Source: an optimization exercise on an open RTL-to-GDS flow (aim: small area, a short achievable clock period and few clock cycles). Production flows keep margins and buffers that such runs may drop. At most, simulation tests tie the RTL to the original design; equivalence was not proved. The RTL of runs 1 and 2 was laid out without a check of its function. The clock cells of runs 1, 2, 5, 7 and 8 come from the design's own scripts or RTL, not from TritonCTS. The flow treats the clock pin as an ideal source. Dropping or thinning the clock tree relies on that and would not hold on a real chip. Power and IR drop assume default switching activity.

**flow/config.mk**
```make
export PLATFORM = sky130hd
export DESIGN_NAME = sha256_padder
export DESIGN_NICKNAME = sha256_padder
export VERILOG_FILES = /design/flow/design.v
export SDC_FILE = /design/flow/constraint.sdc
export NUM_CORES = 4
export LEC_CHECK = 0
export CAP_MARGIN = 20
export CORE_ASPECT_RATIO = 4
export CORE_MARGIN = 2
export CORE_UTILIZATION = 70
export SETUP_SLACK_MARGIN = 2.35
export SLEW_MARGIN = 20
```
**flow/constraint.sdc**
```tcl
create_clock -name core_clock -period 4.0 [get_ports {clock}]
set_input_delay 0.8000 -clock core_clock [delete_from_list [all_inputs] [get_ports {clock}]]
set_output_delay 0.8000 -clock core_clock [all_outputs]
set_load 0.01 [all_outputs]
```
**flow/design.v**
```verilog
`timescale 1ns/1ps
module sha256_padder (
	input  logic         clock,
	input  logic         regin_reset,
	input  logic         go,
	input  logic [5:0]   msg_len,
	input  logic [7:0]   mem_data,
	output logic [6:0]   mem_req,
	output logic [511:0] block,
	output logic         pad_rdy
);
	logic       idle;    
	logic       en;      
	logic [5:0] addr;    
	logic       clr;     
	logic       v0;      
	logic       vld;     
	logic       hd;      
	logic [5:0] len;     
	logic [5:0] lenq;    
	logic       accept;
	logic [7:0] msg [0:54];   
	logic       mark55;       
	assign accept  = go & idle;
	assign mem_req = {en, addr};
	always_ff @(posedge clock) begin
		if (regin_reset) begin
			idle    <= 1'b1;
			en      <= 1'b0;
			clr     <= 1'b0;
			v0      <= 1'b0;
			vld     <= 1'b0;
			hd      <= 1'b1;
			pad_rdy <= 1'b0;
		end else begin
			idle    <= (idle & ~go) | ((clr | v0 | vld) & ~en);
			en      <= idle ? (go & (msg_len != 6'd0)) :
			           clr  ? (len > 6'd1) : (en & (addr != 6'd1));
			clr     <= accept;
			v0      <= en & clr;
			vld     <= en & ~clr;
			hd      <= ~accept & ~(en & ~clr);
			pad_rdy <= ((clr | v0 | vld) & ~en) | (pad_rdy & ~go);
		end
	end
	always_ff @(posedge clock) begin
		addr <= idle ? 6'd0 : clr ? len - 6'd1 : addr - 6'd1;
	end
	always_ff @(posedge clock) begin
		if (accept) begin
			len <= msg_len;
		end
		lenq <= len;
	end
	always_ff @(posedge clock) begin
		msg[0] <= ({8{v0}} & mem_data) | ({8{clr}} & 8'h80) | ({8{~clr & ~v0}} & msg[0]);
		msg[1] <= ({8{vld}} & mem_data) | ({8{clr & en}} & 8'h80) | ({8{hd}} & msg[1]);
		for (int i = 2; i < 55; i++) begin
			msg[i] <= ({8{vld}} & msg[i - 1]) | ({8{hd}} & msg[i]);
		end
		mark55 <= (vld & msg[54][7]) | (hd & mark55);
	end
	always_comb begin
		block = '0;
		for (int i = 0; i < 55; i++) begin
			block[511 - 8 * i -: 8] = msg[i];
		end
		block[71] = mark55;
		block[8:3] = lenq;
	end
endmodule
```
**flow/flow/run.sh**
```bash
#!/bin/bash
# Layout: the standard flow with these changes.
#  - synthesis runs first, exactly as standard (synth.log);
#  - after synthesis the delay cells are not used (they made slow fanout trees);
#  - port buffers are buf_2;
#  - repair_design caps fanout (pre_resize.tcl);
#  - the CTS buffer tree is replaced by a two-level inverter tree (post_cts.tcl).
# The rest of the tools' output goes to standard.log.
set -e
bash standard.sh synth > synth.log 2>&1
export DONT_USE_CELLS="sky130_fd_sc_hd__clkdlybuf4s* sky130_fd_sc_hd__dlygate4sd* sky130_fd_sc_hd__dlymetal6s*"
export BUFFER_PORTS_ARGS="-buffer_cell sky130_fd_sc_hd__buf_2"
export PRE_RESIZE_TCL=$PWD/flow/pre_resize.tcl
export POST_CTS_TCL=$PWD/flow/post_cts.tcl
export FLOW_MAX_FANOUT=16
bash standard.sh > standard.log 2>&1
```
**flow/flow/inv_tree.tcl**
```tcl
# Two-level inverter clock tree: the clock port drives NL1 level-1 inverters,
# each drives NLEAF/NL1 leaf inverters, each leaf drives an equal share of the
# flip-flops. Groups come from recursive bisection of the flip-flop positions,
# so every flip-flop sees the same number of stages (two, so the clock keeps
# its polarity) and similar loads. Any existing clock tree (TritonCTS buffers
# and dummy loads) is removed first.

proc itree_bisect {items levels} {
  # items: list of {x y payload}; returns 2^levels groups of equal size
  if {$levels == 0} { return [list $items] }
  set xs {}; set ys {}
  foreach it $items { lappend xs [lindex $it 0]; lappend ys [lindex $it 1] }
  set xs [lsort -integer $xs]; set ys [lsort -integer $ys]
  set dx [expr {[lindex $xs end] - [lindex $xs 0]}]
  set dy [expr {[lindex $ys end] - [lindex $ys 0]}]
  set idx [expr {$dx >= $dy ? 0 : 1}]
  set s [lsort -integer -index $idx $items]
  set h [expr {[llength $s] / 2}]
  return [concat [itree_bisect [lrange $s 0 [expr {$h - 1}]] [expr {$levels - 1}]] \
                 [itree_bisect [lrange $s $h end] [expr {$levels - 1}]]]
}

proc itree_centroid {items} {
  set sx 0; set sy 0
  foreach it $items { set sx [expr {$sx + [lindex $it 0]}]; set sy [expr {$sy + [lindex $it 1]}] }
  set n [llength $items]
  return [list [expr {$sx / $n}] [expr {$sy / $n}]]
}

proc itree_build {port_name l1_levels leaf_levels l1_master leaf_master} {
  set db [ord::get_db]
  set block [ord::get_db_block]
  set port_net [$block findNet $port_name]

  # walk the existing clock network: flip-flop CLK pins are sinks, every other
  # cell on it is part of the old tree (or a dummy load) and goes away
  set sinks {}
  set old_insts {}
  set old_nets {}
  set todo [list $port_net]
  while {[llength $todo] > 0} {
    set net [lindex $todo 0]
    set todo [lrange $todo 1 end]
    foreach it [$net getITerms] {
      if {[$it isOutputSignal]} { continue }
      set inst [$it getInst]
      if {[[$it getMTerm] getName] == "CLK"} {
        lappend sinks $it
        continue
      }
      lappend old_insts $inst
      foreach ot [$inst getITerms] {
        if {[$ot isOutputSignal] && [$ot getNet] != "NULL"} {
          lappend old_nets [$ot getNet]
          lappend todo [$ot getNet]
        }
      }
    }
  }
  puts "itree: [llength $sinks] sinks, removing [llength $old_insts] old clock cells"
  foreach it $sinks { $it disconnect }
  foreach inst $old_insts { odb::dbInst_destroy $inst }
  foreach net $old_nets { odb::dbNet_destroy $net }

  set items {}
  foreach it $sinks {
    set inst [$it getInst]
    set bb [$inst getBBox]
    lappend items [list [expr {([$bb xMin] + [$bb xMax]) / 2}] [expr {([$bb yMin] + [$bb yMax]) / 2}] $it]
  }
  set lm [$db findMaster $leaf_master]
  set l1m [$db findMaster $l1_master]
  set l1_groups [itree_bisect $items $l1_levels]
  set gi 0
  set li 0
  foreach grp $l1_groups {
    set leaves [itree_bisect $grp $leaf_levels]
    set leaf_pts {}
    set l1_net [odb::dbNet_create $block "clknet_l1_$gi"]
    $l1_net setSigType CLOCK
    foreach leaf $leaves {
      set c [itree_centroid $leaf]
      set inst [odb::dbInst_create $block $lm "clkinv_leaf_$li"]
      set net [odb::dbNet_create $block "clknet_leaf_$li"]
      $net setSigType CLOCK
      [$inst findITerm Y] connect $net
      [$inst findITerm A] connect $l1_net
      foreach s $leaf { [lindex $s 2] connect $net }
      $inst setLocation [lindex $c 0] [lindex $c 1]
      $inst setPlacementStatus PLACED
      lappend leaf_pts [list [lindex $c 0] [lindex $c 1]]
      incr li
    }
    set c [itree_centroid $leaf_pts]
    set inst [odb::dbInst_create $block $l1m "clkinv_l1_$gi"]
    [$inst findITerm Y] connect $l1_net
    [$inst findITerm A] connect $port_net
    $inst setLocation [lindex $c 0] [lindex $c 1]
    $inst setPlacementStatus PLACED
    incr gi
  }
  puts "itree: $gi level-1 and $li leaf inverters"
}
```
**flow/flow/post_cts.tcl**
```tcl
# After CTS: replace the buffer tree with a two-level inverter tree
# (inv_tree.tcl), then legalize and repair as cts.tcl does.
source [file dirname [info script]]/inv_tree.tcl
itree_build clock 2 2 sky130_fd_sc_hd__clkinv_16 sky130_fd_sc_hd__clkinv_8
detailed_placement
estimate_parasitics -placement
report_clock_latency
repair_timing_helper
detailed_placement
check_placement -verbose
```
**flow/flow/pre_resize.tcl**
```tcl
# Before repair_design: cap the fanout so the wide control nets (shift and
# hold selects of the block register) get buffer trees.
set_max_fanout $::env(FLOW_MAX_FANOUT) [current_design]
```
**flow/standard.sh**
```bash
#!/bin/bash
# synth_recipe.tcl (not shown) runs the flow's synth.tcl, then flattens the netlist and writes it again
# the make line also repeats each setting of config.mk as NAME=value (left out here)
make -C /OpenROAD-flow-scripts/flow DESIGN_CONFIG=/design/flow/config.mk WORK_HOME=/design/flow/orfs CLKGATE_MAP_FILE= SYNTH_SCRIPT=/design/flow/synth_recipe.tcl "${@:-finish}"
```
==> notes.md, run 1 <==
----------------------------------------------------
[Timing]
  Worst slack on hold paths ... 0.481 ns
  Slew of the pin with the lowest slew margin ... 0.650 ns
  RSZ-0062 raised after global routing ... yes
  Final critical path time including I/O delays and setup ... 1.73 ns
  Fmax ... 577 MHz
  Worst clock skew on the final layout ... 0.0153 ns
  Number of endpoints failing setup at the final stage ... 0
  Max Transition Viols Final ... 0
  Relative slew slack ... 56.7%
  Share of the clock period used by the worst path after layout ... 43.3%
  Hold violation count in the final report ... 0

[Route]
  TritonRoute pass-1 iters ... 6
  Initial detailed-routing violation count ... 1302
  Vias ... 12700
  Wire per inst ... 28.6 um
  Via density ... 6.70
  Residual DRC count ... 0
  Routed Antenna Nets ... 0
  Aggregate routed wire length ... 54.3 mm

[Worst setup path]
  CP Data Arrival Time ... 1.82 ns
  Critical path cell sequence ... inv_1 -> ha_1 -> nor2_1 -> o31ai_4 -> o21ai_1 -> a22o_1
  Kind of start point of the critical path ... flip-flop
  Crit path to ... en
  Critical path buffer and inverter count ... 1
  Setup slack on the worst flop-to-flop path ... 2.27 ns
  CP max stage cell ... sky130_fd_sc_hd__edfxtp_1
  Largest fanout on the critical path ... 6
  Worst Path Class, Setup ... flip-flop to flip-flop
  Origin of the worst setup path ... len[0]
  Maximum single-stage delay on the critical path ... 0.53 ns
  Critical path required time ... 4.09 ns
  Top Family by Delay on Critical Path ... compound AO/OA/AOI/OAI gates
  Worst reg2reg endpoint ... en
  Worst flop-to-flop path startpoint ... len[0]
  Number of cells on the worst reg-to-reg path ... 6
  Endpoint kind of the worst setup timing path ... flip-flop
  Critical path depth ... 6

[Synthesis]
  Netlist cell types ... 34
  Average cell area after synthesis ... 12.8 um^2
  Post-synthesis sequential element count ... 466
  Most used flip-flop cell after synthesis ... sky130_fd_sc_hd__dfxtp_1
  Synthesized area ... 14600 um^2
  Cell type with the highest aggregate area in the netlist ... sky130_fd_sc_hd__dfxtp_1
  Most area-consuming cells after synthesis ... sky130_fd_sc_hd__dfxtp_1 (63%), sky130_fd_sc_hd__a22o_1 (26%), sky130_fd_sc_hd__buf_4 (3.4%)
  Post-synth ARST share ... 0%
  Dominant cell by count in the synthesized netlist ... sky130_fd_sc_hd__dfxtp_1
  Synth warn ... 2
  Fraction of the yosys area taken by sequential cells ... 64.3%
  Post-synth EDFFs ... 6
  Proportion of netlist area held by the largest area contributor ... 63.1%
  Most frequent cells after synthesis ... sky130_fd_sc_hd__dfxtp_1 (460), sky130_fd_sc_hd__a22o_1 (440), sky130_fd_sc_hd__buf_4 (67)
  Number of instances in the synthesized netlist ... 1137

[Cells and area]
  Final design area excluding fillers ... 18600 um^2
  Ratio of cells with drive above 1 in the final layout ... 48.2%
  Fill cells ... 812
  Number of nets in the finished design ... 1656
  Count of antenna diodes in the layout ... 0
  Non-filler cells in the finished layout ... 1900
  Area growth from synthesis to layout ... 27.2%

[GRT]
  Via count of the first global-routing pass ... 12500
  Met2 demand-to-capacity share in global routing ... 74.7%
  Layer with the highest usage after global routing ... met2
  Met1 capacity usage during global routing ... 48.0%
  Wire length of the first global-routing pass ... 78.8 mm
  Largest net degree at the start of global routing ... 31
  Number of antenna violations at the first check in global routing ... 0
  Global route total overflow ... 0
  All-layer global routing usage ... 45.8%
  Global routing met3 resource utilization ... 11.0%

[Power and ir drop]
  Power Density ... 384 nW/um^2
  Highest ir drop seen on vdd ... 0.000349 V
  Total leakage power ... 9.04 nW
  PnR Total Power ... 0.00713 W

[Place]
  Final GP Congestion ... 0.895
  Total of buffers placed on input and output ports ... 471
  Placed insts ... 1848
  Instance area after placement ... 17400 um^2
  Final HPWL from detailed placement ... 33.5 mm

[Floorplan]
  Y dimension of the die ... 293 um
  Area of the core region ... 20500 um^2
  Number of cell rows ... 105
  Starting utilization of the core area ... 71.2%
  Width of the die ... 76.2 um
  Number of I/O pins ... 537
  Area of the die ... 22300 um^2

[Clock tree]
  Clock-pin slew reported for the worst setup and hold paths after clock tree synthesis ... 0.11 ns
  Clock insertion delay at the later pin of the skew report ... 0.20 ns
  Clock sinks ... 466

[Status]
  Result of the run ... timing/DRC/antenna clean

[Run]
  MaxCap Viol Count ... 0

[Worst hold path]
  Worst min path class ... flip-flop to flip-flop

----------------------------------------------------
[stage by stage]
step	worst slack, ns	util, %	setup TNS, ns
3_5_place_dp	-2.06	85.0	-248.61
5_1_grt	2.23	90.6	0
6_report	2.27	90.6	0
3_3_place_gp	2.31	81.8	0
2_1_floorplan	2.54	-	0
[worst reg2reg max path, delay by kind of cell, from the launching register on]
family / cells / cell delay, ns
AO/OA/AOI/OAI: 3 / 0.63
flip-flops: 1 / 0.53
adder cells (fa/ha/maj): 1 / 0.24
buffers and inverters: 1 / 0.13
AND/OR/NAND/NOR: 1 / 0.11
[registers in the layout (all words and copies together), names as in the netlist]
| signal | count |
|---|---|
| addr | 6 |
| clr | 1 |
| en | 1 |
| hd | 1 |
| idle | 1 |
| len | 6 |
| lenq | 6 |
| mark55 | 1 |
| msg | 440 |
| pad_rdy | 1 |
| v0 | 1 |
| vld | 1 |
[how the worst min path moves through the flow]
stage                     startpoint    endpoint  slack (ns)  cells after the start
after global routing      msg[54][3]  msg[54][3]        0.49                      1
after detailed placement  msg[54][1]  msg[54][1]        0.45                      1
after floorplan               len[4]     lenq[4]        0.39                      0
final                     msg[54][3]  msg[54][3]        0.48                      1
after global placement    msg[54][6]  msg[54][6]        0.45                      1
[cell usage in the layout (no fill, tap or decap), types with 3 or more instances in the layout]
cell / n
sky130_fd_sc_hd__a22o_1: 440
sky130_fd_sc_hd__buf_2: 428
sky130_fd_sc_hd__dfxtp_1: 279
sky130_fd_sc_hd__dfxtp_2: 148
sky130_fd_sc_hd__buf_4: 94
sky130_fd_sc_hd__conb_1: 65
sky130_fd_sc_hd__dfxtp_4: 33
sky130_fd_sc_hd__buf_6: 21
sky130_fd_sc_hd__clkinv_8: 16
sky130_fd_sc_hd__buf_12: 15
sky130_fd_sc_hd__nor2_1: 9
sky130_fd_sc_hd__inv_1: 6
sky130_fd_sc_hd__edfxtp_1: 6
sky130_fd_sc_hd__xor2_1: 5
sky130_fd_sc_hd__buf_8: 5
sky130_fd_sc_hd__nand2_1: 4
sky130_fd_sc_hd__clkinv_16: 4
sky130_fd_sc_hd__dlygate4sd2_1: 4
sky130_fd_sc_hd__clkbuf_2: 4
sky130_fd_sc_hd__clkdlybuf4s15_2: 4
sky130_fd_sc_hd__nor2b_1: 3
sky130_fd_sc_hd__nor3_1: 3
sky130_fd_sc_hd__a211oi_1: 3
sky130_fd_sc_hd__ha_1: 3
sky130_fd_sc_hd__clkbuf_4: 3
[routing by layer]
| metal | routed length, um | vias to the layer above |
|---|---|---|
| met5 | 0 | - |
| met4 | 5810 | 0 |
| met3 | 5440 | 304 |
| met2 | 26000 | 1107 |
| met1 | 17100 | 6167 |
| li1 | - | 5146 |
[layout make-up]
cell class / instances / area, um^2 / share of cell area [%]
repair buffers: 579 / 3590 / 19.4
flip-flops and latches: 466 / 9700 / 52.2
inverters: 26 / 403 / 2.17
well taps: 267 / 334 / 1.80
multi-input cells: 562 / 4540 / 24.5
[report_power, final]
part / internal, W / switching, W / total (W) / leakage (nW)
registers: 0.00469 / 0.0000561 / 0.00474 / 3.87
clock network: 0.000268 / 0.00147 / 0.00174 / 0.156
logic: 0.000241 / 0.000410 / 0.000651 / 5.01
[kinds of logic (layout without fill, tap and decap cells)]
family / Yosys count / after routing / share of synthesized area [%]
mux: 1 / 1 / 0.0686
buf+inv: 173 / 605 / 6.48
xor+xnor: 7 / 7 / 0.420
flops: 466 / 466 / 64.3
fa+ha+maj: 4 / 4 / 0.343
simple gates: 32 / 32 / 1.30
compound gates: 453 / 453 / 27.1
other cells: 1 / 65 / 0.0257
==> run 2, diff against run 1 <==
--- a/flow/config.mk
+++ b/flow/config.mk
@@ -10,4 +10,3 @@
 export CORE_MARGIN = 2
 export CORE_UTILIZATION = 70
-export SETUP_SLACK_MARGIN = 2.35
 export SLEW_MARGIN = 20
==> run 2 against run 1 <==
Against the previous run: still clean; worst setup slack worse by 1.9 ns; clock power about the same; global-route usage down 5.7 points; synthesized cell count unchanged; clock skew down 0.0030 ns; critical path depth unchanged; hold slack worse by 0.0032 ns; register-to-register slack worse by 1.9 ns; critical endpoint is now msg[35][4].
==> notes.md, run 2 <==
----------------------------------------------------
[Power and ir drop]
  Total leakage power ... 8.64 nW (-4.5%)
  Switching Share ... 26.7% (-0.45 points)
  Clock Power Share ... 24.7% (+0.4 points)
  Power Density ... 396 nW/um^2 (+3.2%)
  Internal power summed over all cells ... 0.00516 W (-0.67%)
  Sequential share of power ... 67.9% (+1.4 points)
  Net switching power ... 0.00188 W (-2.9%)
  PnR Total Power ... 0.00704 W (-1.3%)
  Comb pwr share ... 7.5% (-1.6 points)
  Highest ir drop seen on vdd ... 0.000343 V (-1.7%)

[Place]
  Total of buffers placed on input and output ports ... 471 (unchanged)
  Final HPWL from detailed placement ... 33.5 mm (unchanged)
  Instance area after placement ... 17400 um^2 (unchanged)
  Placed insts ... 1848 (unchanged)
  Final GP Congestion ... 0.895 (unchanged)
  Worst Setup Slack post-DPL ... -2.06 ns (unchanged)

[GRT]
  Number of antenna violations at the first check in global routing ... 1 (+1)
  Wire length of the first global-routing pass ... 70.3 mm (-11%)
  Global route total overflow ... 0 (unchanged)
  All-layer global routing usage ... 40.2% (-5.7 points)
  Via count of the first global-routing pass ... 11600 (-7.2%)
  Largest net degree at the start of global routing ... 31 (unchanged)

[Cells and area]
  Final design area excluding fillers ... 17800 um^2 (-4.4%)
  Non-filler cells in the finished layout ... 1864 (-1.9%)
  Fill cells ... 1046 (+29%)
  Number of flip-flops in the largest register ... 440 (unchanged)
  Count of antenna diodes in the layout ... 0 (unchanged)
  Area growth from synthesis to layout ... 21.7%
  Register with the highest flop count ... msg
  Ratio of cells with drive above 1 in the final layout ... 32.2% (-16 points)
  Most common library cell in the layout ignoring fill and taps ... sky130_fd_sc_hd__buf_2
  Multi-input combinational cell area ... 4510 um^2 (-0.80%)
  Area occupied by registers ... 9400 um^2 (-3.1%)
  Highest-count cells in the layout ignoring fill and taps ... sky130_fd_sc_hd__buf_2 (471), sky130_fd_sc_hd__dfxtp_1 (458), sky130_fd_sc_hd__a22o_1 (440)
  Number of nets in the finished design ... 1620 (-2.2%)

[Timing]
  Min setup slack post-route ... 0.347 ns (-1.92 ns)
  Fmax ... 274 MHz (-53%)
  RSZ-0062 raised after global routing ... no
  Final critical path time including I/O delays and setup ... 3.65 ns (+1.92 ns)
  Worst clock skew on the final layout ... 0.0123 ns (-0.00298 ns)
  Number of endpoints failing setup at the final stage ... 0 (unchanged)
  Hold violation count in the final report ... 0 (unchanged)
  Post-route setup TNS ... 0 ns (unchanged)
  Share of the clock period used by the worst path after layout ... 91.3% (+48 points)
  Max Transition Viols Final ... 0 (unchanged)
  Relative slew slack ... 53.5% (-3.2 points)
  Slew of the pin with the lowest slew margin ... 0.696 ns (+0.0460 ns)

[Worst setup path]
  Critical path required time ... 4.12 ns (+0.03 ns)
  Worst Path Class, Setup ... flip-flop to flip-flop
  Largest fanout on the critical path ... 16 (+10)
  CP max stage cell ... sky130_fd_sc_hd__clkdlybuf4s50_1
  CP Data Arrival Time ... 3.78 ns (+1.96 ns)
  Endpoint kind of the worst setup timing path ... flip-flop
  Kind of start point of the critical path ... flip-flop
  Critical path cell sequence ... clkdlybuf4s15_2 -> buf_12 -> clkdlybuf4s50_1 -> clkdlybuf4s50_1 -> dlygate4sd2_1 -> a22o_1
  Maximum single-stage delay on the critical path ... 0.84 ns (+0.31 ns)
  Dominant cell type by count on the critical path ... sky130_fd_sc_hd__clkdlybuf4s50_1

[Synthesis]
  Post-synthesis sequential element count ... 466 (unchanged)
  Most used flip-flop cell after synthesis ... sky130_fd_sc_hd__dfxtp_1
  Proportion of netlist area held by the largest area contributor ... 63.1% (unchanged)
  Most frequent cells after synthesis ... sky130_fd_sc_hd__dfxtp_1 (460), sky130_fd_sc_hd__a22o_1 (440), sky130_fd_sc_hd__buf_4 (67)
  Synth warn ... 2 (unchanged)
  Number of instances in the synthesized netlist ... 1137 (unchanged)
  Most area-consuming cells after synthesis ... sky130_fd_sc_hd__dfxtp_1 (63%), sky130_fd_sc_hd__a22o_1 (26%), sky130_fd_sc_hd__buf_4 (3.4%)
  Fraction of the yosys area taken by sequential cells ... 64.3% (unchanged)
  Average cell area after synthesis ... 12.8 um^2 (unchanged)
  Netlist cell types ... 34 (unchanged)
  Post-synth ARST share ... 0% (unchanged)
  Post-synth EDFFs ... 6 (unchanged)
  Dominant cell by count in the synthesized netlist ... sky130_fd_sc_hd__dfxtp_1
  Cell type with the highest aggregate area in the netlist ... sky130_fd_sc_hd__dfxtp_1
  Synthesized area ... 14600 um^2 (unchanged)

[Floorplan]
  Number of cell rows ... 105 (unchanged)
  Area of the core region ... 20500 um^2 (unchanged)
  Starting utilization of the core area ... 71.2% (unchanged)
  Area of the die ... 22300 um^2 (unchanged)
  Width of the die ... 76.2 um (unchanged)
  Y dimension of the die ... 293 um (unchanged)
  Number of I/O pins ... 537 (unchanged)

[Route]
  Aggregate routed wire length ... 46.8 mm (-14%)
  Initial detailed-routing violation count ... 856 (-34%)
  Residual DRC count ... 0 (unchanged)
  Wire per inst ... 25.1 um (-12%)
  Routed Antenna Nets ... 0 (unchanged)
  Vias ... 11800 (-7.5%)
  Via density ... 6.31 (-5.8%)
  TritonRoute pass-1 iters ... 7 (+1)

[Clock tree]
  Clock sinks ... 466 (unchanged)
  Clock insertion delay at the later pin of the skew report ... 0.19 ns (about the same)
  Clock-pin slew reported for the worst setup and hold paths after clock tree synthesis ... 0.10 ns (about the same)

[Run]
  MaxCap Viol Count ... 0 (unchanged)

[Status]
  Result of the run ... timing/DRC/antenna clean

[Worst hold path]
  Worst min path class ... flip-flop to flip-flop

----------------------------------------------------
==> run 2: cells by family (layout without fill, tap and decap cells) <==
family	count (synthesis)	count (layout)	synth area share, %
flip-flops	466	466	64.3
AO/OA/AOI/OAI	453	453	27.1
buffers and inverters	173	569	6.48
AND/OR/NAND/NOR	32	32	1.30
XOR/XNOR	7	7	0.420
adder cells (fa/ha/maj)	4	4	0.343
other	1	65	0.0257
multiplexers	1	1	0.0686
==> run 2: final timing paths <==
kind / startpoint / end / slack, ns / cells past startpoint
max reg2reg: vld / msg[35][4] / 0.35 / 6
min: msg[54][3] / msg[54][3] / 0.48 / 1
min reg2reg: msg[54][3] / msg[54][3] / 0.48 / 1
max: vld / msg[35][4] / 0.35 / 6
==> run 2: power by group through the flow <==
stage | Sequential, W | Clock, W | Combinational (W)
2_1_floorplan | 0.00486 | 0 | 0.000344
3_3_place_gp | 0.00490 | 0 | 0.000371
3_5_place_dp | 0.00486 | 0 | 0.000532
5_1_grt | 0.00478 | 0.00189 | 0.000552
6_report | 0.00478 | 0.00174 | 0.000527
==> run 2: layout make-up <==
type | instances | area share (%)
flip-flops and latches | 466 | 52.9
multi-input cells | 562 | 25.4
repair buffers | 543 | 17.6
inverters | 26 | 2.27
well taps | 267 | 1.88
==> run 2: routing by layer <==
| metal | up-vias | wire length (um) | track usage (%) |
|---|---|---|---|
| met4 | 2 | 3870 | 28.5 |
| li1 | 5081 | - | - |
| met2 | 756 | 23100 | 66.9 |
| met5 | - | 12 | 0 |
| met1 | 5735 | 15900 | 44.2 |
| met3 | 190 | 3910 | 9.46 |
==> run 2: worst max-delay path: cells and delay by family, from the launching register on <==
kind,cells,cell delay [ns]
compound gates,1,0.25
buf+inv,5,2.84
flops,1,0.48
==> run 2: per-stage QoR <==
stage / hold WS, ns / utilization, %
5_1_grt: 0.490 / 86.7
6_report: 0.478 / 86.7
3_3_place_gp: 0.447 / 81.8
3_5_place_dp: 0.453 / 85.0
2_1_floorplan: 0.391 / -
==> run 3, diff against run 2 <==
--- a/flow/design.v
+++ b/flow/design.v
@@ -19,4 +19,6 @@
 	logic [5:0] len;     
 	logic [5:0] lenq;    
+	logic [5:0] lm1;     
+	logic       lgt1;    
 	logic       accept;
 	logic [7:0] msg [0:54];   
@@ -36,5 +38,5 @@
 			idle    <= (idle & ~go) | ((clr | v0 | vld) & ~en);
 			en      <= idle ? (go & (msg_len != 6'd0)) :
-			           clr  ? (len > 6'd1) : (en & (addr != 6'd1));
+			           clr  ? lgt1 : (en & (addr != 6'd1));
 			clr     <= accept;
 			v0      <= en & clr;
@@ -45,5 +47,9 @@
 	end
 	always_ff @(posedge clock) begin
-		addr <= idle ? 6'd0 : clr ? len - 6'd1 : addr - 6'd1;
+		addr <= idle ? 6'd0 : clr ? lm1 : addr - 6'd1;
+	end
+	always_ff @(posedge clock) begin
+		lm1  <= msg_len - 6'd1;
+		lgt1 <= (msg_len > 6'd1);
 	end
 	always_ff @(posedge clock) begin
==> flow/flow/run.sh (replaced) <==
#!/bin/bash
# Layout: the standard flow with these changes.
#  - synthesis runs first, exactly as standard (synth.log);
#  - after synthesis, repair uses no delay cells (dont_use.tcl);
#  - port buffers are buf_2;
#  - repair_design caps fanout (pre_resize.tcl);
#  - the CTS buffer tree is replaced by a two-level inverter tree (post_cts.tcl).
# The rest of the tools' output goes to standard.log.
set -e
bash standard.sh synth > synth.log 2>&1
F=$PWD/flow
export BUFFER_PORTS_ARGS="-buffer_cell sky130_fd_sc_hd__buf_2"
export PRE_FLOORPLAN_TCL=$F/dont_use.tcl
export PRE_RESIZE_TCL=$F/pre_resize.tcl
export PRE_CTS_TCL=$F/dont_use.tcl
export POST_CTS_TCL=$F/post_cts.tcl
export PRE_GLOBAL_ROUTE_TCL=$F/dont_use.tcl
export FLOW_MAX_FANOUT=16
bash standard.sh > standard.log 2>&1
==> flow/flow/dont_use.tcl (new file) <==
# No delay cells in repair: they made slow fanout trees.
set_dont_use "sky130_fd_sc_hd__clkdlybuf4s* sky130_fd_sc_hd__dlygate4sd* sky130_fd_sc_hd__dlymetal6s*"
--- a/flow/flow/post_cts.tcl
+++ b/flow/flow/post_cts.tcl
@@ -1,4 +1,5 @@
 # After CTS: replace the buffer tree with a two-level inverter tree
 # (inv_tree.tcl), then legalize and repair as cts.tcl does.
+source [file dirname [info script]]/dont_use.tcl
 source [file dirname [info script]]/inv_tree.tcl
 itree_build clock 2 2 sky130_fd_sc_hd__clkinv_16 sky130_fd_sc_hd__clkinv_8
==> flow/flow/pre_resize.tcl (replaced) <==
# Before repair_design: cap the fanout so the wide control nets (shift and
# hold selects of the block register) get buffer trees.
source [file dirname [info script]]/dont_use.tcl
set_max_fanout $::env(FLOW_MAX_FANOUT) [current_design]
--- a/flow/config.mk
+++ b/flow/config.mk
@@ -10,3 +10,4 @@
 export CORE_MARGIN = 2
 export CORE_UTILIZATION = 70
+export SETUP_SLACK_MARGIN = 2.4
 export SLEW_MARGIN = 20
==> run 3 against run 2 <==
Against the previous run: the flow now stops in clock tree synthesis (4_1_cts); synthesized cell count grew 0.62%; area after synthesis rose by 0.66%.
==> notes.md, run 3 <==
----------------------------------------------------
[Synthesis]
  Fraction of the yosys area taken by sequential cells ... 64.8% (+0.53 points)
  Synthesized area ... 14700 um^2 (+0.66%)
  Post-synth ARST share ... 0% (unchanged)
  Number of instances in the synthesized netlist ... 1144 (+0.62%)
  Most frequent cells after synthesis ... sky130_fd_sc_hd__dfxtp_1 (467), sky130_fd_sc_hd__a22o_1 (440), sky130_fd_sc_hd__buf_4 (67), sky130_fd_sc_hd__clkbuf_1 (67), sky130_fd_sc_hd__buf_2 (26)
  Synth warn ... 2 (unchanged)
  Average cell area after synthesis ... 12.8 um^2 (about the same)
  Most used flip-flop cell after synthesis ... sky130_fd_sc_hd__dfxtp_1
  Cell type with the highest aggregate area in the netlist ... sky130_fd_sc_hd__dfxtp_1
  Post-synthesis sequential element count ... 473 (+1.5%)
  Proportion of netlist area held by the largest area contributor ... 63.6% (+0.54 points)
  Most area-consuming cells after synthesis ... sky130_fd_sc_hd__dfxtp_1 (64%), sky130_fd_sc_hd__a22o_1 (26%), sky130_fd_sc_hd__buf_4 (3.4%)
  Netlist cell types ... 31 (-8.8%)
  Post-synth EDFFs ... 6 (unchanged)
  Dominant cell by count in the synthesized netlist ... sky130_fd_sc_hd__dfxtp_1

[Floorplan]
  Number of I/O pins ... 537 (unchanged)
  Width of the die ... 76.5 um (+0.31%)
  Starting utilization of the core area ... 71.0% (-0.21 points)
  Y dimension of the die ... 294 um (+0.33%)
  Number of cell rows ... 106 (+0.95%)

[Status]
  Result of the run ... did not finish
  Halt Stage ... clock tree synthesis (4_1_cts)
  Log Error ... [ERROR DPL-0038] Utilization greater than 100%, impossible to legalize

[Place]
  Final HPWL from detailed placement ... 29.8 mm (-11%)
  Final GP Congestion ... 0.899 (+0.50%)
  Total of buffers placed on input and output ports ... 471 (unchanged)

[Clock tree]
  Clock sinks ... 473 (+1.5%)

----------------------------------------------------
run 3: worst max-delay path by stage:
stage	slack (ns)	from	depth (start not counted)	to
2_1_floorplan	2.53	msg_len[4]	3	en
3_3_place_gp	2.35	msg_len[4]	4	en
3_5_place_dp	1.07	hd	6	msg[45][5]
run 3: cell families after synthesis:
logic type	after synthesis	synth area share, %
other	1	0.0255
buffers and inverters	174	6.38
adders and majority gates	4	0.341
xor gates and xnor gates	7	0.417
DFF	473	64.8
AOI/OAI and AO/OA	453	26.8
muxes	2	0.136
and+or+nand+nor	30	1.06
run 3: power groups by stage:
| stage | Combinational (W) | Clock, W | Sequential, W |
|---|---|---|---|
| 2_1_floorplan | 0.000332 | 0 | 0.00494 |
| 3_3_place_gp | 0.000382 | 0 | 0.00495 |
| 3_5_place_dp | 0.000447 | 0 | 0.00493 |
run 3: stage by stage:
step | cells | cell area (um^2) | setup slack, ns | util, % | power, W
floorplan | 1208 | 14900 | 2.53 | - | 0.00527
global placement | 1793 | 16900 | 2.35 | 81.5 | 0.00533
detailed placement | 1856 | 17100 | 1.07 | 82.6 | 0.00538
Testbench counts of run 3, summed over its fixed seeds: cycles 15,553.
==> run 4, diff against run 3 <==
--- a/flow/config.mk
+++ b/flow/config.mk
@@ -10,4 +10,4 @@
 export CORE_MARGIN = 2
 export CORE_UTILIZATION = 70
-export SETUP_SLACK_MARGIN = 2.4
+export SETUP_SLACK_MARGIN = 2.3
 export SLEW_MARGIN = 20
==> run 4 against run 3 <==
Against the previous run: the flow again stops in clock tree synthesis (4_1_cts); synthesized cell count did not move; area after synthesis did not move.
==> notes.md, run 4 <==
----------------------------------------------------
[Floorplan]
  Width of the die ... 76.5 um (unchanged)
  Y dimension of the die ... 294 um (unchanged)
  Starting utilization of the core area ... 71.0% (unchanged)
  Number of cell rows ... 106 (unchanged)
  Number of I/O pins ... 537 (unchanged)

[Synthesis]
  Synth warn ... 2 (unchanged)
  Number of instances in the synthesized netlist ... 1144 (unchanged)
  Fraction of the yosys area taken by sequential cells ... 64.8% (unchanged)
  Dominant cell by count in the synthesized netlist ... sky130_fd_sc_hd__dfxtp_1
  Synthesized area ... 14700 um^2 (unchanged)
  Most frequent cells after synthesis ... sky130_fd_sc_hd__dfxtp_1 (467), sky130_fd_sc_hd__a22o_1 (440), sky130_fd_sc_hd__buf_4 (67), sky130_fd_sc_hd__clkbuf_1 (67), sky130_fd_sc_hd__buf_2 (26)
  Post-synth EDFFs ... 6 (unchanged)
  Cell type with the highest aggregate area in the netlist ... sky130_fd_sc_hd__dfxtp_1
  Post-synthesis sequential element count ... 473 (unchanged)
  Netlist cell types ... 31 (unchanged)
  Most area-consuming cells after synthesis ... sky130_fd_sc_hd__dfxtp_1 (64%), sky130_fd_sc_hd__a22o_1 (26%), sky130_fd_sc_hd__buf_4 (3.4%)
  Post-synth ARST share ... 0% (unchanged)
  Average cell area after synthesis ... 12.8 um^2 (unchanged)
  Most used flip-flop cell after synthesis ... sky130_fd_sc_hd__dfxtp_1
  Proportion of netlist area held by the largest area contributor ... 63.6% (unchanged)

[Clock tree]
  Clock sinks ... 473 (unchanged)

[Status]
  Log Error ... [ERROR DPL-0038] Utilization greater than 100%, impossible to legalize
  Result of the run ... did not finish
  Halt Stage ... clock tree synthesis (4_1_cts)

[Place]
  Final GP Congestion ... 0.899 (unchanged)
  Final HPWL from detailed placement ... 29.8 mm (unchanged)
  Worst Setup Slack post-DPL ... 1.07 ns (unchanged)
  Total of buffers placed on input and output ports ... 471 (unchanged)

----------------------------------------------------
run 4: how the worst min path moves through the flow:
stage                     startpoint       to  slack (ns)  depth (start not counted)
after floorplan               len[0]  lenq[0]        0.32                          0
after global placement        len[1]  lenq[1]        0.33                          0
after detailed placement      len[2]  lenq[2]        0.33                          0
run 4: kinds of logic after synthesis:
group	count (synthesis)	synth area share [%]
adders and majority gates	4	0.341
DFF	473	64.8
buffers and inverters	174	6.38
other	1	0.0255
and+or+nand+nor	30	1.06
muxes	2	0.136
xor gates and xnor gates	7	0.417
AOI/OAI and AO/OA	453	26.8
run 4: power groups by stage:
| stage | registers, W | clock network (W) | logic [W] |
|---|---|---|---|
| after detailed placement | 0.00493 | 0 | 0.000447 |
| after global placement | 0.00495 | 0 | 0.000382 |
| after floorplan | 0.00494 | 0 | 0.000332 |
run 4: per-stage QoR:
step,cells,instance area (um^2),hold slack (ns)
after floorplan,1208,14900,0.323
after global placement,1793,16900,0.331
after detailed placement,1856,17100,0.334
==> run 5, diff against run 4 <==
--- a/flow/flow/run.sh
+++ b/flow/flow/run.sh
@@ -5,5 +5,6 @@
 #  - port buffers are buf_2;
 #  - repair_design caps fanout (pre_resize.tcl);
-#  - the CTS buffer tree is replaced by a two-level inverter tree (post_cts.tcl).
+#  - the CTS buffer tree is replaced by a two-level inverter tree, and the
+#    post-CTS repair runs on that tree (post_cts.tcl).
 # The rest of the tools' output goes to standard.log.
 set -e
@@ -17,3 +18,3 @@
 export PRE_GLOBAL_ROUTE_TCL=$F/dont_use.tcl
 export FLOW_MAX_FANOUT=16
-bash standard.sh > standard.log 2>&1
+bash standard.sh SKIP_CTS_REPAIR_TIMING=1 finish > standard.log 2>&1
==> run 5 against run 4 <==
Against the previous run: the run now finishes clean; area after synthesis unchanged; synthesized cell count stayed put.
==> notes.md, run 5 <==
----------------------------------------------------
[Status]
  Result of the run ... timing/DRC/antenna clean

[GRT]
  Number of antenna violations at the first check in global routing ... 0
  Via count of the first global-routing pass ... 10700
  All-layer global routing usage ... 35.5%
  Wire length of the first global-routing pass ... 63.3 mm
  Largest net degree at the start of global routing ... 31
  Global route total overflow ... 0

[Floorplan]
  Number of I/O pins ... 537 (unchanged)
  Number of cell rows ... 106 (unchanged)
  Width of the die ... 76.5 um (unchanged)
  Starting utilization of the core area ... 71.0% (unchanged)
  Area of the core region ... 20700 um^2
  Area of the die ... 22500 um^2
  Y dimension of the die ... 294 um (unchanged)

[Route]
  Aggregate routed wire length ... 41.4 mm
  Via density ... 6.07
  Initial detailed-routing violation count ... 686
  Residual DRC count ... 0
  Wire per inst ... 22.1 um
  Vias ... 11400
  TritonRoute pass-1 iters ... 7
  Routed Antenna Nets ... 0

[Worst setup path]
  Largest fanout on the critical path ... 3
  CP max stage cell ... sky130_fd_sc_hd__dfxtp_1
  Critical path buffer and inverter count ... 1
  Worst reg2reg endpoint ... msg[3][4]
  Critical path depth ... 1
  Crit path to ... block[201]
  Setup slack on the worst flop-to-flop path ... 2.37 ns
  Maximum single-stage delay on the critical path ... 0.50 ns
  Worst Path Class, Setup ... flip-flop to output port
  Kind of start point of the critical path ... flip-flop
  Worst flop-to-flop path startpoint ... vld
  Number of cells on the worst reg-to-reg path ... 6
  Endpoint kind of the worst setup timing path ... output port
  Top Family by Delay on Critical Path ... flip-flops
  Critical path required time ... 3.20 ns
  CP Data Arrival Time ... 0.88 ns
  Critical path cell sequence ... buf_2
  Origin of the worst setup path ... msg[38][1]

[Cells and area]
  Register with the highest flop count ... msg
  Final design area excluding fillers ... 17600 um^2
  Most common library cell in the layout ignoring fill and taps ... sky130_fd_sc_hd__buf_2
  Fill cells ... 1148
  Highest-count cells in the layout ignoring fill and taps ... sky130_fd_sc_hd__buf_2 (492), sky130_fd_sc_hd__dfxtp_1 (464), sky130_fd_sc_hd__a22o_1 (440)
  Number of nets in the finished design ... 1629
  Ratio of cells with drive above 1 in the final layout ... 34.5%
  Area growth from synthesis to layout ... 20.0%
  Count of antenna diodes in the layout ... 0
  Number of flip-flops in the largest register ... 440

[Synthesis]
  Dominant cell by count in the synthesized netlist ... sky130_fd_sc_hd__dfxtp_1
  Number of instances in the synthesized netlist ... 1144 (unchanged)
  Proportion of netlist area held by the largest area contributor ... 63.6% (unchanged)
  Average cell area after synthesis ... 12.8 um^2 (unchanged)
  Netlist cell types ... 31 (unchanged)
  Post-synthesis sequential element count ... 473 (unchanged)
  Post-synth EDFFs ... 6 (unchanged)
  Cell type with the highest aggregate area in the netlist ... sky130_fd_sc_hd__dfxtp_1
  Post-synth ARST share ... 0% (unchanged)
  Fraction of the yosys area taken by sequential cells ... 64.8% (unchanged)
  Most used flip-flop cell after synthesis ... sky130_fd_sc_hd__dfxtp_1
  Most area-consuming cells after synthesis ... sky130_fd_sc_hd__dfxtp_1 (64%), sky130_fd_sc_hd__a22o_1 (26%), sky130_fd_sc_hd__buf_4 (3.4%)
  Synth warn ... 2 (unchanged)
  Synthesized area ... 14700 um^2 (unchanged)
  Most frequent cells after synthesis ... sky130_fd_sc_hd__dfxtp_1 (467), sky130_fd_sc_hd__a22o_1 (440), sky130_fd_sc_hd__buf_4 (67), sky130_fd_sc_hd__clkbuf_1 (67), sky130_fd_sc_hd__buf_2 (26)

[Clock tree]
  Clock insertion delay at the later pin of the skew report ... 0.19 ns
  Clock sinks ... 473 (unchanged)
  Clock-pin slew reported for the worst setup and hold paths after clock tree synthesis ... 0.10 ns

[Timing]
  Hold violation count in the final report ... 0
  Final critical path time including I/O delays and setup ... 1.68 ns
  Share of the clock period used by the worst path after layout ... 41.9%
  Relative slew slack ... 49.5%
  Post-route setup TNS ... 0 ns
  Max Transition Viols Final ... 0
  Worst clock skew on the final layout ... 0.0141 ns
  Min setup slack post-route ... 2.32 ns
  Fmax ... 596 MHz
  RSZ-0062 raised after global routing ... yes
  Number of endpoints failing setup at the final stage ... 0
  Slew of the pin with the lowest slew margin ... 0.758 ns

[Power and ir drop]
  Highest ir drop seen on vdd ... 0.000348 V
  Total leakage power ... 8.67 nW
  PnR Total Power ... 0.00704 W
  Power Density ... 399 nW/um^2

[Worst hold path]
  Worst min path class ... flip-flop to flip-flop

[Place]
  Instance area after placement ... 17100 um^2 (unchanged)
  Final GP Congestion ... 0.899 (unchanged)
  Total of buffers placed on input and output ports ... 471 (unchanged)
  Worst Setup Slack post-DPL ... 1.07 ns (unchanged)
  Final HPWL from detailed placement ... 29.8 mm (unchanged)

[Run]
  MaxCap Viol Count ... 0

----------------------------------------------------
run 5: cell counts after synthesis:
No cell type changed its count.
run 5: worst min-delay path by stage:
stage | to | start | depth (start not counted) | slack, ns
2_1_floorplan | lenq[0] | len[0] | 0 | 0.32
3_5_place_dp | lenq[2] | len[2] | 0 | 0.33
5_1_grt | lenq[1] | len[1] | 0 | 0.36
3_3_place_gp | lenq[1] | len[1] | 0 | 0.33
6_report | lenq[0] | len[0] | 0 | 0.36
run 5: per-layer routing:
metal / share of wire (%) / up-vias / track usage (%) / routed length, um
li1: - / 5108 / - / -
met1: 38 / 5479 / 44.7 / 15700
met2: 49 / 697 / 58.9 / 20300
met3: 8.2 / 111 / 6.90 / 3380
met4: 5.0 / 0 / 15.9 / 2070
met5: 0 / - / 0 / 0
run 5: cells by family (layout without fill, tap and decap cells):
| logic type | Yosys count | count (layout) | synth area share, % |
|---|---|---|---|
| buffers and inverters | 174 | 572 | 6.38 |
| DFF | 473 | 473 | 64.8 |
| adders and majority gates | 4 | 4 | 0.341 |
| AOI/OAI and AO/OA | 453 | 453 | 26.8 |
| other | 1 | 65 | 0.0255 |
| xor gates and xnor gates | 7 | 7 | 0.417 |
| and+or+nand+nor | 30 | 30 | 1.06 |
| muxes | 2 | 2 | 0.136 |
run 5: cell type report:
cell class | instances | area, um^2 | area share, %
multi-input cells | 561 | 4470 | 25.4
well taps | 270 | 338 | 1.92
repair buffers | 544 | 2870 | 16.3
flip-flops and latches | 473 | 9540 | 54.1
inverters | 28 | 410 | 2.33
run 5: report_power, final:
group	switching [W]	internal (W)	total, W	leakage [nW]
Sequential	0.0000544	0.00478	0.00483	3.83
Combinational	0.000336	0.000155	0.000490	4.68
Clock	0.00145	0.000270	0.00172	0.156
run 5: metrics by stage:
stage	cells	util (%)	hold slack, ns
3_5_place_dp	1856	82.6	0.334
5_1_grt	1876	85.2	0.363
6_report	1876	85.2	0.362
2_1_floorplan	1208	-	0.323
3_3_place_gp	1793	81.5	0.331
==> run 6, diff against run 5 <==
--- a/flow/config.mk
+++ b/flow/config.mk
@@ -10,4 +10,4 @@
 export CORE_MARGIN = 2
 export CORE_UTILIZATION = 70
-export SETUP_SLACK_MARGIN = 2.3
+export SETUP_SLACK_MARGIN = 2.5
 export SLEW_MARGIN = 20
==> run 6 against run 5 <==
Against the previous run: the flow now stops in global routing (5_1_grt); synthesized cell count is the same; area after synthesis is the same.
==> notes.md, run 6 <==
----------------------------------------------------
[Place]
  Final GP Congestion ... 0.899 (unchanged)
  Final HPWL from detailed placement ... 29.8 mm (unchanged)
  Placed insts ... 1856 (unchanged)
  Instance area after placement ... 17100 um^2 (unchanged)
  Total of buffers placed on input and output ports ... 471 (unchanged)

[Synthesis]
  Post-synthesis sequential element count ... 473 (unchanged)
  Most used flip-flop cell after synthesis ... sky130_fd_sc_hd__dfxtp_1
  Dominant cell by count in the synthesized netlist ... sky130_fd_sc_hd__dfxtp_1
  Post-synth EDFFs ... 6 (unchanged)
  Synth warn ... 2 (unchanged)
  Fraction of the yosys area taken by sequential cells ... 64.8% (unchanged)
  Synthesized area ... 14700 um^2 (unchanged)
  Post-synth ARST share ... 0% (unchanged)
  Netlist cell types ... 31 (unchanged)
  Number of instances in the synthesized netlist ... 1144 (unchanged)
  Cell type with the highest aggregate area in the netlist ... sky130_fd_sc_hd__dfxtp_1
  Most frequent cells after synthesis ... sky130_fd_sc_hd__dfxtp_1 (467), sky130_fd_sc_hd__a22o_1 (440), sky130_fd_sc_hd__buf_4 (67), sky130_fd_sc_hd__clkbuf_1 (67), sky130_fd_sc_hd__buf_2 (26)
  Average cell area after synthesis ... 12.8 um^2 (unchanged)
  Most area-consuming cells after synthesis ... sky130_fd_sc_hd__dfxtp_1 (64%), sky130_fd_sc_hd__a22o_1 (26%), sky130_fd_sc_hd__buf_4 (3.4%)
  Proportion of netlist area held by the largest area contributor ... 63.6% (unchanged)

[Clock tree]
  Clock sinks ... 473 (unchanged)

[GRT]
  Largest net degree at the start of global routing ... 31
  Global route total overflow ... 856
  All-layer global routing usage ... 91.1%

[Floorplan]
  Number of cell rows ... 106 (unchanged)
  Starting utilization of the core area ... 71.0% (unchanged)
  Number of I/O pins ... 537 (unchanged)
  Y dimension of the die ... 294 um (unchanged)
  Width of the die ... 76.5 um (unchanged)

[Timing]
  Worst-slack endpoint at the end of global-route timing repair ... msg[1][7]$_DFF_P_/D
  Worst endpoint pin kind ... register input

[Status]
  Result of the run ... did not finish
  Halt Stage ... global routing (5_1_grt)
  Log Error ... [ERROR GRT-0232] Routing congestion too high. Check the congestion heatmap in the GUI.

----------------------------------------------------
-- run 6: per-layer routing --
metal	overflow	GRT usage [%]
met5	0	6.98
met4	268	109
met3	6	67.1
met2	580	112
met1	2	86.4
-- run 6: worst min-delay path by stage --
stage / start / endpoint / slack [ns] / depth (start not counted)
after floorplan: len[0] / lenq[0] / 0.32 / 0
after global placement: len[1] / lenq[1] / 0.33 / 0
after detailed placement: len[2] / lenq[2] / 0.33 / 0
-- run 6: cells by family after synthesis --
logic type	share of synthesized area (%)
adders and majority gates	0.341
DFF	64.8
AOI/OAI and AO/OA	26.8
buffers and inverters	6.38
muxes	0.136
and+or+nand+nor	1.06
other	0.0255
xor gates and xnor gates	0.417
-- run 6: metrics by stage --
stage          power [W]  worst slack (ns)
3_5_place_dp     0.00538              1.07
3_3_place_gp     0.00533              2.35
2_1_floorplan    0.00527              2.53
-- run 6: power by group through the flow --
stage                     registers [W]  clock network (W)  logic (W)
after floorplan                 0.00494                  0   0.000332
after global placement          0.00495                  0   0.000382
after detailed placement        0.00493                  0   0.000447
==> run 7, diff against run 6 <==
--- a/flow/config.mk
+++ b/flow/config.mk
@@ -10,4 +10,4 @@
 export CORE_MARGIN = 2
 export CORE_UTILIZATION = 70
-export SETUP_SLACK_MARGIN = 2.5
+export SETUP_SLACK_MARGIN = 2.4
 export SLEW_MARGIN = 20
==> run 7 against run 6 <==
Against the previous run: area after synthesis is the same; synthesized cell count is the same; now clean on timing, DRC and antenna.
==> notes.md, run 7 <==
----------------------------------------------------
[Status]
  Result of the run ... timing/DRC/antenna clean

[Cells and area]
  Register with the highest flop count ... msg
  Highest-count cells in the layout ignoring fill and taps ... sky130_fd_sc_hd__buf_2 (488), sky130_fd_sc_hd__dfxtp_1 (442), sky130_fd_sc_hd__a22o_1 (440)
  Number of nets in the finished design ... 1631
  Ratio of cells with drive above 1 in the final layout ... 36.1%
  Number of flip-flops in the largest register ... 440
  Post-layout utilization of the core ... 85.7%
  Area growth from synthesis to layout ... 20.6%
  Fill cells ... 1144
  Most common library cell in the layout ignoring fill and taps ... sky130_fd_sc_hd__buf_2
  Count of antenna diodes in the layout ... 0

[Power and ir drop]
  Internal power summed over all cells ... 0.00522 W
  Switching Share ... 26.0%
  Total leakage power ... 8.72 nW
  Clock Power Share ... 24.3%
  Comb pwr share ... 7.1%
  Sequential share of power ... 68.6%
  Highest ir drop seen on vdd ... 0.000350 V
  Power Density ... 398 nW/um^2
  Net switching power ... 0.00183 W

[GRT]
  All-layer global routing usage ... 35.5%
  Global route total overflow ... 0
  Largest net degree at the start of global routing ... 31
  Wire length of the first global-routing pass ... 63.3 mm
  Via count of the first global-routing pass ... 10700
  Layer with the highest usage after global routing ... met2
  Met1 capacity usage during global routing ... 44.8%
  Number of antenna violations at the first check in global routing ... 0
  Global routing met3 resource utilization ... 6.87%
  Met2 demand-to-capacity share in global routing ... 58.9%

[Synthesis]
  Post-synth EDFFs ... 6 (unchanged)
  Fraction of the yosys area taken by sequential cells ... 64.8% (unchanged)
  Netlist cell types ... 31 (unchanged)
  Proportion of netlist area held by the largest area contributor ... 63.6% (unchanged)
  Synthesized area ... 14700 um^2 (unchanged)
  Most frequent cells after synthesis ... sky130_fd_sc_hd__dfxtp_1 (467), sky130_fd_sc_hd__a22o_1 (440), sky130_fd_sc_hd__buf_4 (67), sky130_fd_sc_hd__clkbuf_1 (67), sky130_fd_sc_hd__buf_2 (26)
  Post-synth ARST share ... 0% (unchanged)
  Average cell area after synthesis ... 12.8 um^2 (unchanged)
  Post-synthesis sequential element count ... 473 (unchanged)
  Most used flip-flop cell after synthesis ... sky130_fd_sc_hd__dfxtp_1
  Number of instances in the synthesized netlist ... 1144 (unchanged)
  Synth warn ... 2 (unchanged)
  Cell type with the highest aggregate area in the netlist ... sky130_fd_sc_hd__dfxtp_1
  Dominant cell by count in the synthesized netlist ... sky130_fd_sc_hd__dfxtp_1
  Most area-consuming cells after synthesis ... sky130_fd_sc_hd__dfxtp_1 (64%), sky130_fd_sc_hd__a22o_1 (26%), sky130_fd_sc_hd__buf_4 (3.4%)

[Route]
  Routed Antenna Nets ... 0
  Vias ... 11400
  Wire per inst ... 22.0 um
  TritonRoute pass-1 iters ... 6
  Initial detailed-routing violation count ... 723
  Via density ... 6.06
  Residual DRC count ... 0
  Aggregate routed wire length ... 41.4 mm

[Timing]
  Number of endpoints failing setup at the final stage ... 0
  Worst clock skew on the final layout ... 0.00946 ns
  RSZ-0062 raised after global routing ... yes
  Relative slew slack ... 48.2%
  Max Transition Viols Final ... 0
  Share of the clock period used by the worst path after layout ... 39.6%
  Slew of the pin with the lowest slew margin ... 0.777 ns
  Fmax ... 631 MHz
  Hold violation count in the final report ... 0
  Final critical path time including I/O delays and setup ... 1.58 ns
  Post-route setup TNS ... 0 ns
  Worst slack on hold paths ... 0.364 ns

[Floorplan]
  Area of the die ... 22500 um^2
  Width of the die ... 76.5 um (unchanged)
  Area of the core region ... 20700 um^2
  Number of I/O pins ... 537 (unchanged)
  Number of cell rows ... 106 (unchanged)
  Starting utilization of the core area ... 71.0% (unchanged)
  Y dimension of the die ... 294 um (unchanged)

[Worst setup path]
  Critical path cell sequence ... buf_2
  Worst reg2reg endpoint ... msg[27][6]
  Kind of start point of the critical path ... flip-flop
  CP max stage cell ... sky130_fd_sc_hd__dfxtp_1
  Critical path depth ... 1
  Crit path to ... block[180]
  Maximum single-stage delay on the critical path ... 0.43 ns
  Number of cells on the worst reg-to-reg path ... 5
  Critical path buffer and inverter count ... 1
  Setup slack on the worst flop-to-flop path ... 2.44 ns
  Largest fanout on the critical path ... 3
  CP Data Arrival Time ... 0.78 ns
  Origin of the worst setup path ... msg[41][4]
  Critical path required time ... 3.20 ns
  Top Family by Delay on Critical Path ... flip-flops
  Worst Path Class, Setup ... flip-flop to output port
  Endpoint kind of the worst setup timing path ... output port
  Worst flop-to-flop path startpoint ... vld

[Worst hold path]
  Number of cells on the worst hold path ... 0
  Worst min path class ... flip-flop to flip-flop

[Place]
  Final HPWL from detailed placement ... 29.8 mm (unchanged)
  Final GP Congestion ... 0.899 (unchanged)
  Total of buffers placed on input and output ports ... 471 (unchanged)

[Clock tree]
  Clock sinks ... 473 (unchanged)
  Clock insertion delay at the later pin of the skew report ... 0.19 ns
  Clock-pin slew reported for the worst setup and hold paths after clock tree synthesis ... 0.10 ns

[Run]
  MaxCap Viol Count ... 0

----------------------------------------------------
-- run 7: cell counts after synthesis --
No cell type changed its count.
-- run 7: final cells by class --
type | instances | area (um^2) | area share, %
Tap cell | 270 | 338 | 1.91
Multi-Input combinational cell | 561 | 4470 | 25.2
Timing Repair Buffer | 546 | 2940 | 16.6
Inverter | 28 | 410 | 2.32
Sequential cell | 473 | 9570 | 54.0
-- run 7: power groups by stage --
stage	sequential, W	combinational, W	clock, W
after global routing	0.00484	0.000541	0.00190
after detailed placement	0.00493	0.000447	0
after global placement	0.00495	0.000382	0
after floorplan	0.00494	0.000332	0
final	0.00483	0.000503	0.00171
-- run 7: layer usage --
metal | vias up | share of wire [%]
met2 | 699 | 49
met4 | 0 | 4.9
li1 | 5123 | -
met1 | 5457 | 37
met3 | 109 | 8.4
met5 | - | 0
-- run 7: logic make-up after synthesis --
group           synth area share (%)
compound gates                  26.8
xor+xnor                       0.417
fa+ha+maj                      0.341
buf+inv                         6.38
flops                           64.8
mux                            0.136
other cells                   0.0255
simple gates                    1.06
-- run 7: metrics by stage --
stage | cells | setup WS (ns) | instance area [um^2] | total power (W)
after global placement | 1793 | 2.35 | 16900 | 0.00533
after global routing | 1878 | 2.36 | 17700 | 0.00729
after floorplan | 1208 | 2.53 | 14900 | 0.00527
final | 1878 | 2.42 | 17700 | 0.00705
after detailed placement | 1856 | 1.07 | 17100 | 0.00538
-- run 7: worst min-delay path by stage --
stage / from / endpoint / slack [ns]
6_report: len[0] / lenq[0] / 0.36
5_1_grt: len[1] / lenq[1] / 0.36
3_5_place_dp: len[2] / lenq[2] / 0.33
2_1_floorplan: len[0] / lenq[0] / 0.32
3_3_place_gp: len[1] / lenq[1] / 0.33
==> run 8, diff against run 7 <==
--- a/flow/flow/run.sh
+++ b/flow/flow/run.sh
@@ -4,5 +4,6 @@
 #  - after synthesis, repair uses no delay cells (dont_use.tcl);
 #  - port buffers are buf_2;
-#  - repair_design caps fanout (pre_resize.tcl);
+#  - flip-flops that drive an output buffer drive only it: their other
+#    loads move to the buffer output; repair_design caps fanout (pre_resize.tcl);
 #  - the CTS buffer tree is replaced by a two-level inverter tree, and the
 #    post-CTS repair runs on that tree (post_cts.tcl).
==> flow/flow/pre_resize.tcl (replaced) <==
# Before repair_design:
#  - a flip-flop that drives an output port's buffer hands its other loads to
#    the buffer's output, so the flip-flop itself drives only the buffer;
#  - cap the fanout so the wide control nets (shift and hold selects of the
#    block register) get buffer trees.
source [file dirname [info script]]/dont_use.tcl

set block [ord::get_db_block]
set moved 0
foreach bt [$block getBTerms] {
  if {[$bt getIoType] != "OUTPUT"} { continue }
  set pnet [$bt getNet]
  if {$pnet == "NULL"} { continue }
  set drv ""
  foreach it [$pnet getITerms] { if {[$it isOutputSignal]} { set drv $it } }
  if {$drv == ""} { continue }
  set buf [$drv getInst]
  if {![string match "sky130_fd_sc_hd__buf_*" [[$buf getMaster] getName]]} { continue }
  set in_net [[$buf findITerm A] getNet]
  if {$in_net == "NULL" || [llength [$in_net getBTerms]] > 0} { continue }
  set src ""
  foreach it [$in_net getITerms] { if {[$it isOutputSignal]} { set src $it } }
  if {$src == "" || [[$src getMTerm] getName] != "Q"} { continue }
  foreach it [$in_net getITerms] {
    if {$it == $src || [$it getInst] == $buf} { continue }
    $it disconnect
    $it connect $pnet
    incr moved
  }
}
puts "pre_resize: moved $moved loads behind output buffers"

set_max_fanout $::env(FLOW_MAX_FANOUT) [current_design]
==> run 8 against run 7 <==
Against the previous run: still clean on timing, DRC and antenna; first-iteration DRC count down 1.5%; clock power hardly changed; sequential power barely moved; combinational power rose by 8.5%; register-to-register slack got worse by 0.02 ns; core utilization about the same; power up 0.65%; worst setup slack worse by 0.018 ns; final cell count is essentially flat; critical path depth unchanged; synthesized cell count unchanged; critical path type unchanged.
==> notes.md, run 8 <==
----------------------------------------------------
[Cells and area]
  Area occupied by registers ... 9540 um^2 (-0.24%)
  Post-layout utilization of the core ... 85.7% (about the same)
  Most common library cell in the layout ignoring fill and taps ... sky130_fd_sc_hd__buf_2
  Number of flip-flops in the largest register ... 440 (unchanged)
  Register with the highest flop count ... msg
  Number of nets in the finished design ... 1630 (-0.061%)
  Final design area excluding fillers ... 17700 um^2 (about the same)
  Area growth from synthesis to layout ... 20.6% (about the same)
  Ratio of cells with drive above 1 in the final layout ... 35.3% (-0.72 points)
  Fill cells ... 1141 (-0.26%)
  Count of antenna diodes in the layout ... 0 (unchanged)
  Highest-count cells in the layout ignoring fill and taps ... sky130_fd_sc_hd__buf_2 (480), sky130_fd_sc_hd__dfxtp_1 (460), sky130_fd_sc_hd__a22o_1 (440)
  Multi-input combinational cell area ... 4500 um^2 (+0.53%)

[Synthesis]
  Synthesized area ... 14700 um^2 (unchanged)
  Most frequent cells after synthesis ... sky130_fd_sc_hd__dfxtp_1 (467), sky130_fd_sc_hd__a22o_1 (440), sky130_fd_sc_hd__buf_4 (67), sky130_fd_sc_hd__clkbuf_1 (67), sky130_fd_sc_hd__buf_2 (26)
  Number of instances in the synthesized netlist ... 1144 (unchanged)
  Fraction of the yosys area taken by sequential cells ... 64.8% (unchanged)
  Dominant cell by count in the synthesized netlist ... sky130_fd_sc_hd__dfxtp_1
  Cell type with the highest aggregate area in the netlist ... sky130_fd_sc_hd__dfxtp_1
  Most area-consuming cells after synthesis ... sky130_fd_sc_hd__dfxtp_1 (64%), sky130_fd_sc_hd__a22o_1 (26%), sky130_fd_sc_hd__buf_4 (3.4%)
  Synth warn ... 2 (unchanged)
  Most used flip-flop cell after synthesis ... sky130_fd_sc_hd__dfxtp_1
  Netlist cell types ... 31 (unchanged)
  Post-synthesis sequential element count ... 473 (unchanged)
  Proportion of netlist area held by the largest area contributor ... 63.6% (unchanged)
  Post-synth ARST share ... 0% (unchanged)
  Average cell area after synthesis ... 12.8 um^2 (unchanged)
  Post-synth EDFFs ... 6 (unchanged)

[Worst hold path]
  Worst min path class ... flip-flop to flip-flop

[Power and ir drop]
  Total leakage power ... 8.71 nW (-0.13%)
  Highest ir drop seen on vdd ... 0.000418 V (+20%)
  Power Density ... 400 nW/um^2 (+0.60%)

[Worst setup path]
  CP max stage cell ... sky130_fd_sc_hd__dfxtp_1
  Maximum single-stage delay on the critical path ... 0.40 ns (-0.03 ns)
  Critical path buffer and inverter count ... 1 (unchanged)
  Largest fanout on the critical path ... 3 (unchanged)
  CP Data Arrival Time ... 0.80 ns (+0.02 ns)
  Critical path required time ... 3.20 ns (about the same)
  Kind of start point of the critical path ... flip-flop
  Critical path cell sequence ... buf_2
  Endpoint kind of the worst setup timing path ... output port
  Worst Path Class, Setup ... flip-flop to output port
  Top Family by Delay on Critical Path ... flip-flops

[Place]
  Instance area after placement ... 17100 um^2 (unchanged)
  Final GP Congestion ... 0.899 (unchanged)
  Total of buffers placed on input and output ports ... 471 (unchanged)
  Final HPWL from detailed placement ... 32.7 mm (+9.9%)

[Timing]
  Relative slew slack ... 49.2% (+1.0 points)
  Slew of the pin with the lowest slew margin ... 0.762 ns (-0.0152 ns)
  Post-route setup TNS ... 0 ns (unchanged)
  Final critical path time including I/O delays and setup ... 1.60 ns (+0.0183 ns)
  Number of endpoints failing setup at the final stage ... 0 (unchanged)
  Worst clock skew on the final layout ... 0.00986 ns (+0.000393 ns)
  Max Transition Viols Final ... 0 (unchanged)
  Hold violation count in the final report ... 0 (unchanged)
  RSZ-0062 raised after global routing ... yes
  Worst slack on hold paths ... 0.361 ns (-0.00331 ns)
  Share of the clock period used by the worst path after layout ... 40.1% (+0.46 points)
  Fmax ... 624 MHz (-1.1%)

[GRT]
  Via count of the first global-routing pass ... 11300 (+6.4%)
  Wire length of the first global-routing pass ... 66.6 mm (+5.2%)
  Global route total overflow ... 0 (unchanged)
  All-layer global routing usage ... 38.0% (+2.5 points)
  Number of antenna violations at the first check in global routing ... 0 (unchanged)
  Largest net degree at the start of global routing ... 31 (unchanged)

[Floorplan]
  Width of the die ... 76.5 um (unchanged)
  Area of the core region ... 20700 um^2 (unchanged)
  Y dimension of the die ... 294 um (unchanged)
  Number of I/O pins ... 537 (unchanged)
  Number of cell rows ... 106 (unchanged)
  Area of the die ... 22500 um^2 (unchanged)
  Starting utilization of the core area ... 71.0% (unchanged)

[Route]
  TritonRoute pass-1 iters ... 5 (-1)
  Routed Antenna Nets ... 0 (unchanged)
  Wire per inst ... 23.7 um (+7.6%)
  Aggregate routed wire length ... 44.5 mm (+7.5%)
  Initial detailed-routing violation count ... 712 (-1.5%)
  Vias ... 11500 (+1.2%)
  Residual DRC count ... 0 (unchanged)
  Via density ... 6.14 (+1.2%)

[Run]
  MaxCap Viol Count ... 0 (unchanged)

[Clock tree]
  Clock-pin slew reported for the worst setup and hold paths after clock tree synthesis ... 0.10 ns (about the same)
  Clock sinks ... 473 (unchanged)
  Clock insertion delay at the later pin of the skew report ... 0.19 ns (about the same)

[Status]
  Result of the run ... timing/DRC/antenna clean

----------------------------------------------------
[run 8: metal layers]
| metal | vias up | track usage [%] | part of all wire (%) |
|---|---|---|---|
| met5 | - | 0 | 0 |
| met4 | 0 | 21.7 | 6.6 |
| met3 | 131 | 13.6 | 11 |
| met2 | 743 | 63.9 | 49 |
| met1 | 5516 | 40.6 | 34 |
| li1 | 5134 | - | - |
[run 8: through the flow]
stage,total power [W],worst slack [ns],instances
after floorplan,0.00527,2.53,1208
after global placement,0.00533,2.35,1793
after detailed placement,0.00539,1.07,1856
after global routing,0.00729,2.36,1877
final,0.00709,2.40,1877
[run 8: cell families after synthesis]
logic type	synth area share (%)
AO/OA/AOI/OAI	26.8
buffers and inverters	6.38
flip-flops	64.8
multiplexers	0.136
AND/OR/NAND/NOR	1.06
other	0.0255
XOR/XNOR	0.417
adder cells (fa/ha/maj)	0.341
[run 8: power breakdown]
| group | internal [W] | total (W) | switching, W |
|---|---|---|---|
| clock network | 0.000271 | 0.00174 | 0.00147 |
| logic | 0.000170 | 0.000546 | 0.000376 |
| registers | 0.00478 | 0.00481 | 0.0000295 |
[run 8: cell type report]
| class | instances | share of cell area, % |
|---|---|---|
| sequential | 473 | 53.8 |
| inverter | 28 | 2.31 |
| multi-input combinational | 561 | 25.4 |
| tap | 270 | 1.91 |
| timing repair buffer | 545 | 16.6 |
[run 8: final timing paths]
check	from	endpoint	slack, ns	cells past startpoint
worst max-delay path	msg[41][4]	block[180]	2.40	1
worst min-delay path	len[0]	lenq[0]	0.36	0
worst max register to register	vld	msg[17][0]	2.42	5
worst min register to register	len[0]	lenq[0]	0.36	0

[re-timing with driven ports]
The results above use ideal ports. As a check the final layouts listed here were re-extracted and re-timed, cells and wires unchanged.
Step 1 sets driving cells, clkbuf_16 on the clock port and buf_2 on the other inputs (assumed; they add their load-dependent delay and slew).
Step 2 also shifts input and output timing later by t, the mid clock arrival at the registers, as if the neighbouring blocks saw the same clock.
a / b / c = ideal ports / drivers / drivers and shift; a / b = the first two.
run	shift t [ns]	setup slack, ns	worst register clock-pin slew, ns	worst slew at a driven data input, ns
run 1	0.409	2.268 / 2.150 / 2.079	0.11 / 0.11	0.08
run 2	0.410	0.347 / 0.347 / 0.347	0.11 / 0.11	0.07
run 5	0.408	2.323 / 2.094 / 2.291	0.11 / 0.11	0.03
run 7	0.406	2.416 / 2.188 / 2.288	0.10 / 0.11	0.03
run 8	0.403	2.398 / 2.175 / 2.288	0.11 / 0.11	0.04
After both steps setup and hold are still met in every run listed. The setup slack of run 1, which loses most, moves by -0.118 ns with the drivers and by -0.189 ns with both steps.
